This design comes from an exercise in tuning for small area, a short achievable clock period and few clock cycles per item on the open sky130 flow, not from production work. Where RTL was checked, it was by simulation tests only, not by an equivalence proof against the original.

==> garnet: inputs <==
==> flow/design.v <==
module variable_partition_allocator_core (
    input  logic        aclk,
    input  logic        aresetn,
    input  logic        s_tvalid,
    output logic        s_tready,
    input  logic [39:0] s_tdata,    
    input  logic        s_tuser,    
    output logic        m_tvalid,
    input  logic        m_tready,
    output logic [39:0] m_tdata,    
    input  logic        psel,
    input  logic        penable,
    input  logic        pwrite,
    input  logic [2:0]  paddr,
    input  logic [31:0] pwdata,
    output logic [31:0] prdata,
    output logic        pready
);
    localparam int N  = 16;
    localparam int AB = 16;
    localparam int SB = 17;
    localparam logic [2:0] AddrPolicy = 3'd0;
    localparam logic [2:0] AddrLimit  = 3'd4;
    function automatic logic lt16(input logic [15:0] a, input logic [15:0] b);
        logic r;
        r = 1'b0;
        for (int i = 0; i < 16; i++) r = (!a[i] && b[i]) || (!(a[i] && !b[i]) && r);
        lt16 = r;
    endfunction
    logic [1:0]  policy_reg;
    logic [15:0] limit_reg;
    logic        cfg_wr;
    assign pready = 1'b1;
    assign cfg_wr = psel && penable && pwrite;
    always_ff @(posedge aclk) begin
        if (!aresetn) begin
            policy_reg <= 2'd0;
            limit_reg  <= '0;
        end else if (cfg_wr) begin
            if (paddr == AddrPolicy) policy_reg <= pwdata[1:0];
            if (paddr == AddrLimit)  limit_reg  <= pwdata[15:0];
        end
    end
    always_comb begin
        prdata = '0;
        if (paddr == AddrPolicy) prdata = {30'd0, policy_reg};
        if (paddr == AddrLimit)  prdata = {16'd0, limit_reg};
    end
    logic          rv;         
    logic          kind_r;
    logic [SB-1:0] arg_r;      
    logic          ov;
    logic [34:0]   odata;
    logic          adv;        
    logic          take;
    assign adv      = rv && (!ov || m_tready);
    assign s_tready = !rv || !ov || m_tready;
    assign take     = s_tvalid && s_tready;
    logic [N-1:1][AB-1:0] base_r;
    logic [N:0][AB-1:0]   base_q;    
    logic [N-1:0]         free_q;
    logic [N-1:0][AB-1:0] em1;       
    assign base_q = {AB'(0), base_r, AB'(0)};
    for (genvar g = 0; g < N; g++) begin : g_size
        assign em1[g] = base_q[g+1] + ~base_q[g];
    end
    wire [SB-1:0] req_s = arg_r;
    wire [AB-1:0] req_a = arg_r[AB-1:0];
    logic          s_nz;
    logic [SB-1:0] sm1;
    logic [SB:0]   slm;
    logic          first;
    logic [AB-1:0] wmask;
    assign s_nz  = req_s != '0;
    assign sm1   = req_s - SB'(1);
    assign slm   = {1'b0, req_s} + {2'b0, limit_reg} - (SB+1)'(1);
    assign first = (policy_reg != 2'd1) && (policy_reg != 2'd2);
    assign wmask = {AB{policy_reg == 2'd2}};
    logic [N-1:0]         cand;
    logic [N-1:0]         nosplit;
    logic [N-1:0][AB-1:0] key;
    for (genvar g = 0; g < N; g++) begin : g_cand
        assign cand[g]    = free_q[g] && s_nz && !sm1[SB-1] && !lt16(em1[g], sm1[AB-1:0]);
        assign nosplit[g] = (slm[SB:AB] != '0) || !lt16(slm[AB-1:0], em1[g]);
        assign key[g]     = em1[g] ^ wmask;
    end
    logic [N-1:0][N-1:0]  bt1;
    logic [N-1:0]         win1;       
    logic [3:0]           gv;         
    logic [3:0][AB-1:0]   gkey;
    for (genvar j = 0; j < N; j++) begin : g_b1j
        for (genvar i = 0; i < N; i++) begin : g_b1i
            if (j > i && j / 4 == i / 4) begin : g_c
                assign bt1[j][i] = !first && lt16(key[j], key[i]);
            end else begin : g_n
                assign bt1[j][i] = 1'b0;
            end
        end
    end
    always_comb begin
        for (int a = 0; a < N; a++) begin
            win1[a] = cand[a];
            for (int b = (a / 4) * 4; b < (a / 4) * 4 + 4; b++) begin
                if (b < a && cand[b] && !bt1[a][b]) win1[a] = 1'b0;
                if (b > a && cand[b] && bt1[b][a])  win1[a] = 1'b0;
            end
        end
        for (int q = 0; q < 4; q++) begin
            gv[q]   = |cand[4*q +: 4];
            gkey[q] = '0;
            for (int a = 4 * q; a < 4 * q + 4; a++) begin
                if (win1[a]) gkey[q] = gkey[q] | key[a];
            end
        end
    end
    logic [3:0][3:0] bt2;
    logic [3:0]      win2;
    for (genvar j = 0; j < 4; j++) begin : g_b2j
        for (genvar i = 0; i < 4; i++) begin : g_b2i
            if (j > i) begin : g_c
                assign bt2[j][i] = !first && lt16(gkey[j], gkey[i]);
            end else begin : g_n
                assign bt2[j][i] = 1'b0;
            end
        end
    end
    always_comb begin
        for (int a = 0; a < 4; a++) begin
            win2[a] = gv[a];
            for (int b = 0; b < 4; b++) begin
                if (b < a && gv[b] && !bt2[a][b]) win2[a] = 1'b0;
                if (b > a && gv[b] && bt2[b][a])  win2[a] = 1'b0;
            end
        end
    end
    logic [N-1:0]  sel;       
    logic          found;
    for (genvar g = 0; g < N; g++) begin : g_sel
        assign sel[g] = win1[g] && win2[g/4];
    end
    assign found = |gv;
    logic [AB-1:0] pe;     
    logic [AB-1:0] pb;     
    logic          exact;
    logic          full;
    always_comb begin
        pe = '0;
        pb = '0;
        for (int i = 0; i < N; i++) begin
            if (sel[i]) begin
                pe = pe | em1[i];
                pb = pb | base_q[i];
            end
        end
    end
    assign exact = |(sel & nosplit);
    assign full  = base_r[N-1] != '0;
    logic [N-1:0] hit;
    logic [N-1:0] mleft, mright;
    assign hit[0] = req_a == '0;
    for (genvar g = 1; g < N; g++) begin : g_hit
        assign hit[g] = (base_r[g] == req_a) && (req_a != '0);
    end
    assign mleft[0]    = 1'b0;
    assign mright[N-1] = 1'b0;
    for (genvar g = 1; g < N; g++) begin : g_ml
        assign mleft[g] = hit[g] && free_q[g-1];
    end
    for (genvar g = 0; g < N - 1; g++) begin : g_mr
        assign mright[g] = hit[g] && free_q[g+1];
    end
    logic f_ok;
    logic any_l, any_r;
    assign f_ok  = (|hit) && !(|(hit & free_q));
    assign any_l = |mleft;
    assign any_r = |mright;
    logic          do_split, do_exact, do_free;
    logic [N-1:0]  pos;       
    logic [N-1:0]  gt;        
    logic [AB-1:0] nbase;
    assign do_split = adv && !kind_r && found && !exact && !full;
    assign do_exact = adv && !kind_r && found && exact;
    assign do_free  = adv && kind_r && f_ok;
    assign nbase    = pb + req_s[AB-1:0];
    always_comb begin
        if (kind_r) pos = any_l ? (hit >> 1) : hit;
        else        pos = sel;
        for (int i = 0; i < N; i++) begin
            gt[i] = 1'b0;
            for (int j = 0; j < i; j++) gt[i] = gt[i] | pos[j];
        end
    end
    wire sh1 = do_free && (any_l != any_r);
    wire sh2 = do_free && any_l && any_r;
    for (genvar g = 0; g < N; g++) begin : g_ent
        wire [AB-1:0] b_m1 = (g >= 1) ? base_q[(g+N-1)%N] : '0;
        wire          f_m1 = (g >= 1)    ? free_q[(g+N-1)%N] : 1'b0;
        wire [AB-1:0] b_p1 = base_q[g+1];
        wire          f_p1 = (g + 1 < N) ? free_q[(g+1)%N]   : 1'b0;
        wire [AB-1:0] b_p2 = (g + 2 < N) ? base_q[g+2]       : '0;
        wire          f_p2 = (g + 2 < N) ? free_q[(g+2)%N]   : 1'b0;
        wire          ins  = (g >= 1) && do_split && pos[(g+N-1)%N];
        wire          shr  = (g >= 1) && do_split && gt[(g+N-1)%N] && !pos[(g+N-1)%N];
        logic [AB-1:0] b_n;
        logic          f_n;
        always_comb begin
            b_n = base_q[g];
            f_n = free_q[g];
            if (ins) begin
                b_n = nbase;
                f_n = 1'b1;
            end else if (shr) begin
                b_n = b_m1;
                f_n = f_m1;
            end else if ((do_split || do_exact) && pos[g]) begin
                f_n = 1'b0;
            end else if (do_free && pos[g]) begin
                f_n = 1'b1;
            end else if (sh1 && gt[g]) begin
                b_n = b_p1;
                f_n = f_p1;
            end else if (sh2 && gt[g]) begin
                b_n = b_p2;
                f_n = f_p2;
            end
        end
        if (g == 0) begin : g_e0
            always_ff @(posedge aclk) begin
                if (!aresetn) free_q[g] <= 1'b1;
                else          free_q[g] <= f_n;
            end
        end else begin : g_e
            always_ff @(posedge aclk) begin
                if (!aresetn) begin
                    base_r[g] <= '0;
                    free_q[g] <= 1'b0;
                end else begin
                    base_r[g] <= b_n;
                    free_q[g] <= f_n;
                end
            end
        end
    end
    logic [1:0]    res_st;
    logic [AB-1:0] res_a;
    logic [SB-1:0] res_s;
    always_comb begin
        res_st = 2'd0;
        res_a  = '0;
        res_s  = '0;
        if (kind_r) begin
            if (!f_ok) res_st = 2'd3;
        end else if (!found) begin
            res_st = 2'd1;
        end else if (exact) begin
            res_a = pb;
            res_s = {1'b0, pe} + SB'(1);
        end else if (full) begin
            res_st = 2'd2;
        end else begin
            res_a = pb;
            res_s = req_s;
        end
    end
    always_ff @(posedge aclk) begin
        if (!aresetn) begin
            rv <= 1'b0;
            ov <= 1'b0;
        end else begin
            if (take)     rv <= 1'b1;
            else if (adv) rv <= 1'b0;
            if (adv)           ov <= 1'b1;
            else if (m_tready) ov <= 1'b0;
        end
    end
    always_ff @(posedge aclk) begin
        if (take) begin
            kind_r <= s_tuser;
            arg_r  <= s_tuser ? {1'b0, s_tdata[32:17]} : s_tdata[16:0];
        end
        if (adv) odata <= {res_s, res_a, res_st};
    end
    assign m_tvalid = ov;
    assign m_tdata  = {5'd0, odata};
endmodule
==> flow/run.sh <==
#!/bin/bash
# synth_recipe.tcl (not shown) runs the flow's synth.tcl, then flattens the netlist and writes it again
# the make line also repeats each setting of config.mk as NAME=value (left out here)
make -C /OpenROAD-flow-scripts/flow DESIGN_CONFIG=/design/flow/config.mk WORK_HOME=/design/flow/orfs CLKGATE_MAP_FILE= SYNTH_SCRIPT=/design/flow/synth_recipe.tcl finish
==> flow/config.mk <==
export PLATFORM = sky130hd
export DESIGN_NAME = variable_partition_allocator_core
export DESIGN_NICKNAME = variable_partition_allocator_core
export VERILOG_FILES = /design/flow/design.v
export SDC_FILE = /design/flow/constraint.sdc
export NUM_CORES = 4
export LEC_CHECK = 0
export ABC_AREA = 1
export CAP_MARGIN = 20
export CORE_MARGIN = 2
export CORE_UTILIZATION = 30
export SLEW_MARGIN = 20
==> flow/constraint.sdc <==
create_clock -name core_clock -period 11.0 [get_ports {aclk}]
set_input_delay 2.2000 -clock core_clock [delete_from_list [all_inputs] [get_ports {aclk}]]
set_output_delay 2.2000 -clock core_clock [all_outputs]
set_load 0.01 [all_outputs]
==> pepper: changes against garnet <==
--- a/flow/design.v
+++ b/flow/design.v
@@ -55,3 +55,3 @@
     logic          take;
-    assign adv      = rv && (!ov || m_tready);
+    assign adv      = aresetn && rv && (!ov || m_tready);
     assign s_tready = !rv || !ov || m_tready;
@@ -66,6 +66,4 @@
     end
-    wire [SB-1:0] req_s = arg_r;
+    wire [SB-1:0] sm1   = arg_r;             
     wire [AB-1:0] req_a = arg_r[AB-1:0];
-    logic          s_nz;
-    logic [SB-1:0] sm1;
     logic [SB:0]   slm;
@@ -73,5 +71,3 @@
     logic [AB-1:0] wmask;
-    assign s_nz  = req_s != '0;
-    assign sm1   = req_s - SB'(1);
-    assign slm   = {1'b0, req_s} + {2'b0, limit_reg} - (SB+1)'(1);
+    assign slm   = {1'b0, sm1} + {2'b0, limit_reg};
     assign first = (policy_reg != 2'd1) && (policy_reg != 2'd2);
@@ -79,7 +75,5 @@
     logic [N-1:0]         cand;
-    logic [N-1:0]         nosplit;
     logic [N-1:0][AB-1:0] key;
     for (genvar g = 0; g < N; g++) begin : g_cand
-        assign cand[g]    = free_q[g] && s_nz && !sm1[SB-1] && !lt16(em1[g], sm1[AB-1:0]);
-        assign nosplit[g] = (slm[SB:AB] != '0) || !lt16(slm[AB-1:0], em1[g]);
+        assign cand[g]    = free_q[g] && !sm1[SB-1] && !lt16(em1[g], sm1[AB-1:0]);
         assign key[g]     = em1[g] ^ wmask;
@@ -90,2 +84,6 @@
     logic [3:0][AB-1:0]   gkey;
+    logic [3:0][AB-1:0]   gem;        
+    logic [3:0][AB-1:0]   gb;         
+    logic [3:0][AB-1:0]   gnb;        
+    logic [3:0]           gns;        
     for (genvar j = 0; j < N; j++) begin : g_b1j
@@ -108,8 +106,17 @@
         for (int q = 0; q < 4; q++) begin
-            gv[q]   = |cand[4*q +: 4];
+            gv[q]  = |cand[4*q +: 4];
             gkey[q] = '0;
+            gb[q]   = '0;
             for (int a = 4 * q; a < 4 * q + 4; a++) begin
-                if (win1[a]) gkey[q] = gkey[q] | key[a];
-            end
-        end
+                if (win1[a]) begin
+                    gkey[q] = gkey[q] | key[a];
+                    gb[q]   = gb[q] | base_q[a];
+                end
+            end
+        end
+    end
+    for (genvar q = 0; q < 4; q++) begin : g_grp
+        assign gem[q]  = gkey[q] ^ wmask;
+        assign gnb[q]  = gb[q] + sm1[AB-1:0] + AB'(1);
+        assign gns[q]  = (slm[SB:AB] != '0) || !lt16(slm[AB-1:0], gem[q]);
     end
@@ -143,2 +150,3 @@
     logic [AB-1:0] pb;     
+    logic [AB-1:0] nbase;  
     logic          exact;
@@ -146,12 +154,14 @@
     always_comb begin
-        pe = '0;
-        pb = '0;
-        for (int i = 0; i < N; i++) begin
-            if (sel[i]) begin
-                pe = pe | em1[i];
-                pb = pb | base_q[i];
-            end
-        end
-    end
-    assign exact = |(sel & nosplit);
+        pe    = '0;
+        pb    = '0;
+        nbase = '0;
+        for (int q = 0; q < 4; q++) begin
+            if (win2[q]) begin
+                pe    = pe | gem[q];
+                pb    = pb | gb[q];
+                nbase = nbase | gnb[q];
+            end
+        end
+    end
+    assign exact = |(win2 & gns);
     assign full  = base_r[N-1] != '0;
@@ -176,16 +186,22 @@
     assign any_r = |mright;
-    logic          do_split, do_exact, do_free;
-    logic [N-1:0]  pos;       
-    logic [N-1:0]  gt;        
-    logic [AB-1:0] nbase;
-    assign do_split = adv && !kind_r && found && !exact && !full;
-    assign do_exact = adv && !kind_r && found && exact;
-    assign do_free  = adv && kind_r && f_ok;
-    assign nbase    = pb + req_s[AB-1:0];
-    always_comb begin
-        if (kind_r) pos = any_l ? (hit >> 1) : hit;
-        else        pos = sel;
+    logic          do_free;
+    logic          a_go;        
+    logic          a_any;       
+    logic [3:0]    t_split;     
+    logic [N-1:0]  pre1;        
+    logic [N-1:0]  lo;          
+    logic [N-1:0]  gtf;         
+    assign do_free = adv && kind_r && f_ok;
+    assign a_go    = adv && !kind_r && !full;
+    assign a_any   = adv && !kind_r;
+    assign t_split = win2 & ~gns;
+    always_comb begin
         for (int i = 0; i < N; i++) begin
-            gt[i] = 1'b0;
-            for (int j = 0; j < i; j++) gt[i] = gt[i] | pos[j];
+            pre1[i] = 1'b0;
+            for (int j = (i / 4) * 4; j < i; j++) pre1[i] = pre1[i] | win1[j];
+        end
+        lo = any_l ? (hit >> 1) : hit;
+        for (int i = 0; i < N; i++) begin
+            gtf[i] = 1'b0;
+            for (int j = 0; j < i; j++) gtf[i] = gtf[i] | lo[j];
         end
@@ -195,4 +211,6 @@
     for (genvar g = 0; g < N; g++) begin : g_ent
-        wire [AB-1:0] b_m1 = (g >= 1) ? base_q[(g+N-1)%N] : '0;
-        wire          f_m1 = (g >= 1)    ? free_q[(g+N-1)%N] : 1'b0;
+        localparam int K = (g + N - 1) % N;    
+        localparam int G = K / 4;              
+        wire [AB-1:0] b_m1 = (g >= 1) ? base_q[K] : '0;
+        wire          f_m1 = (g >= 1)    ? free_q[K] : 1'b0;
         wire [AB-1:0] b_p1 = base_q[g+1];
@@ -201,41 +219,31 @@
         wire          f_p2 = (g + 2 < N) ? free_q[(g+2)%N]   : 1'b0;
-        wire          ins  = (g >= 1) && do_split && pos[(g+N-1)%N];
-        wire          shr  = (g >= 1) && do_split && gt[(g+N-1)%N] && !pos[(g+N-1)%N];
-        logic [AB-1:0] b_n;
-        logic          f_n;
+        logic below;    
         always_comb begin
-            b_n = base_q[g];
-            f_n = free_q[g];
-            if (ins) begin
-                b_n = nbase;
-                f_n = 1'b1;
-            end else if (shr) begin
-                b_n = b_m1;
-                f_n = f_m1;
-            end else if ((do_split || do_exact) && pos[g]) begin
-                f_n = 1'b0;
-            end else if (do_free && pos[g]) begin
-                f_n = 1'b1;
-            end else if (sh1 && gt[g]) begin
-                b_n = b_p1;
-                f_n = f_p1;
-            end else if (sh2 && gt[g]) begin
-                b_n = b_p2;
-                f_n = f_p2;
-            end
-        end
+            below = 1'b0;
+            for (int q = 0; q < G; q++) below = below | t_split[q];
+        end
+        wire          ins  = (g >= 1) && a_go && t_split[G] && win1[K];
+        wire          shr  = (g >= 1) && a_go && (below || (t_split[G] && pre1[K]));
+        wire          s1   = sh1 && gtf[g];
+        wire          s2   = sh2 && gtf[g];
+        wire          hold = aresetn && !(ins || shr || s1 || s2);
+        wire          fset = do_free && lo[g];
+        wire          fclr = a_any && win2[g/4] && win1[g] && (gns[g/4] || !full);
+        wire [AB-1:0] b_n = ({AB{ins}}  & nbase)
+                          | ({AB{shr}}  & b_m1)
+                          | ({AB{s1}}   & b_p1)
+                          | ({AB{s2}}   & b_p2)
+                          | ({AB{hold}} & base_q[g]);
+        wire          f_n = ins
+                          | (shr  && f_m1)
+                          | (s1   && f_p1)
+                          | (s2   && f_p2)
+                          | (hold && ((free_q[g] && !fclr) || fset))
+                          | (g == 0 && !aresetn);
         if (g == 0) begin : g_e0
-            always_ff @(posedge aclk) begin
-                if (!aresetn) free_q[g] <= 1'b1;
-                else          free_q[g] <= f_n;
-            end
+            always_ff @(posedge aclk) free_q[g] <= f_n;
         end else begin : g_e
             always_ff @(posedge aclk) begin
-                if (!aresetn) begin
-                    base_r[g] <= '0;
-                    free_q[g] <= 1'b0;
-                end else begin
-                    base_r[g] <= b_n;
-                    free_q[g] <= f_n;
-                end
+                base_r[g] <= b_n;
+                free_q[g] <= f_n;
             end
@@ -261,3 +269,3 @@
             res_a = pb;
-            res_s = req_s;
+            res_s = sm1 + SB'(1);
         end
@@ -278,3 +286,3 @@
             kind_r <= s_tuser;
-            arg_r  <= s_tuser ? {1'b0, s_tdata[32:17]} : s_tdata[16:0];
+            arg_r  <= s_tuser ? {1'b0, s_tdata[32:17]} : s_tdata[16:0] - SB'(1);
         end
- SETUP_SLACK_MARGIN: default -> 3.5
==> notes.md <==
garnet finished with timing, DRC and antenna clean. pepper went through all stages and came out clean.
Against garnet, the cell count of pepper is lower by 9.6%.
Utilization: garnet is lower than pepper (4.1 points).
In garnet the synthesized cell count is higher than in pepper, by about 13%.
In garnet the via count is larger than in pepper, by 9.1%.
Final area: pepper is larger than garnet (about 2.4%).
==> figures <==
Antenna violations before repair: garnet 23; pepper 26
Count of buffers not belonging to the clock network in the layout: garnet 836; pepper 826
Cell row count: garnet 166; pepper 159
Adder-Cell Fraction of Synth Area: garnet 0.0599; pepper 0.0790
Worst Slack Setup Final: garnet 0.454 ns; pepper 3.18 ns
Synthesized cell area: garnet 61600 µm²; pepper 56700 µm²
Global-route track usage on met3: garnet 0.114; pepper 0.128
Result of the run: garnet timing/DRC/antenna clean; pepper timing/DRC/antenna clean
Final Util: garnet 0.356; pepper 0.396
Testbench counts of pepper, summed over its fixed seeds: cycles 4,848, items 4,800.
No functional check of the RTL was part of garnet.

[separate check: timing with driven ports]
The flow's constraints put no driver on any port. The routed layouts listed below were extracted and timed again, unchanged, in two steps. Step 1 (the two cells are an assumption about what drives the block):
set clk [get_ports {aclk}]
set_driving_cell -lib_cell sky130_fd_sc_hd__clkbuf_16 $clk
set_driving_cell -lib_cell sky130_fd_sc_hd__buf_2 [delete_from_list [all_inputs] $clk]
Step 2 times the ports against the registers' clock, not the clock port: input delays grow and output delays shrink by t, the midpoint of the rising clock arrivals with the driver on. a / b / c = no drivers / after step 1 / after step 2; a / b = the first two.
run | t, ns | setup slack, ns | worst register clock-pin slew, ns
garnet | 0.701 | 0.454 / 0.454 / 0.454 | 0.07 / 0.07
pepper | 0.748 | 3.185 / 3.185 / 3.185 | 0.08 / 0.08
After both steps setup and hold are still met in every run listed.
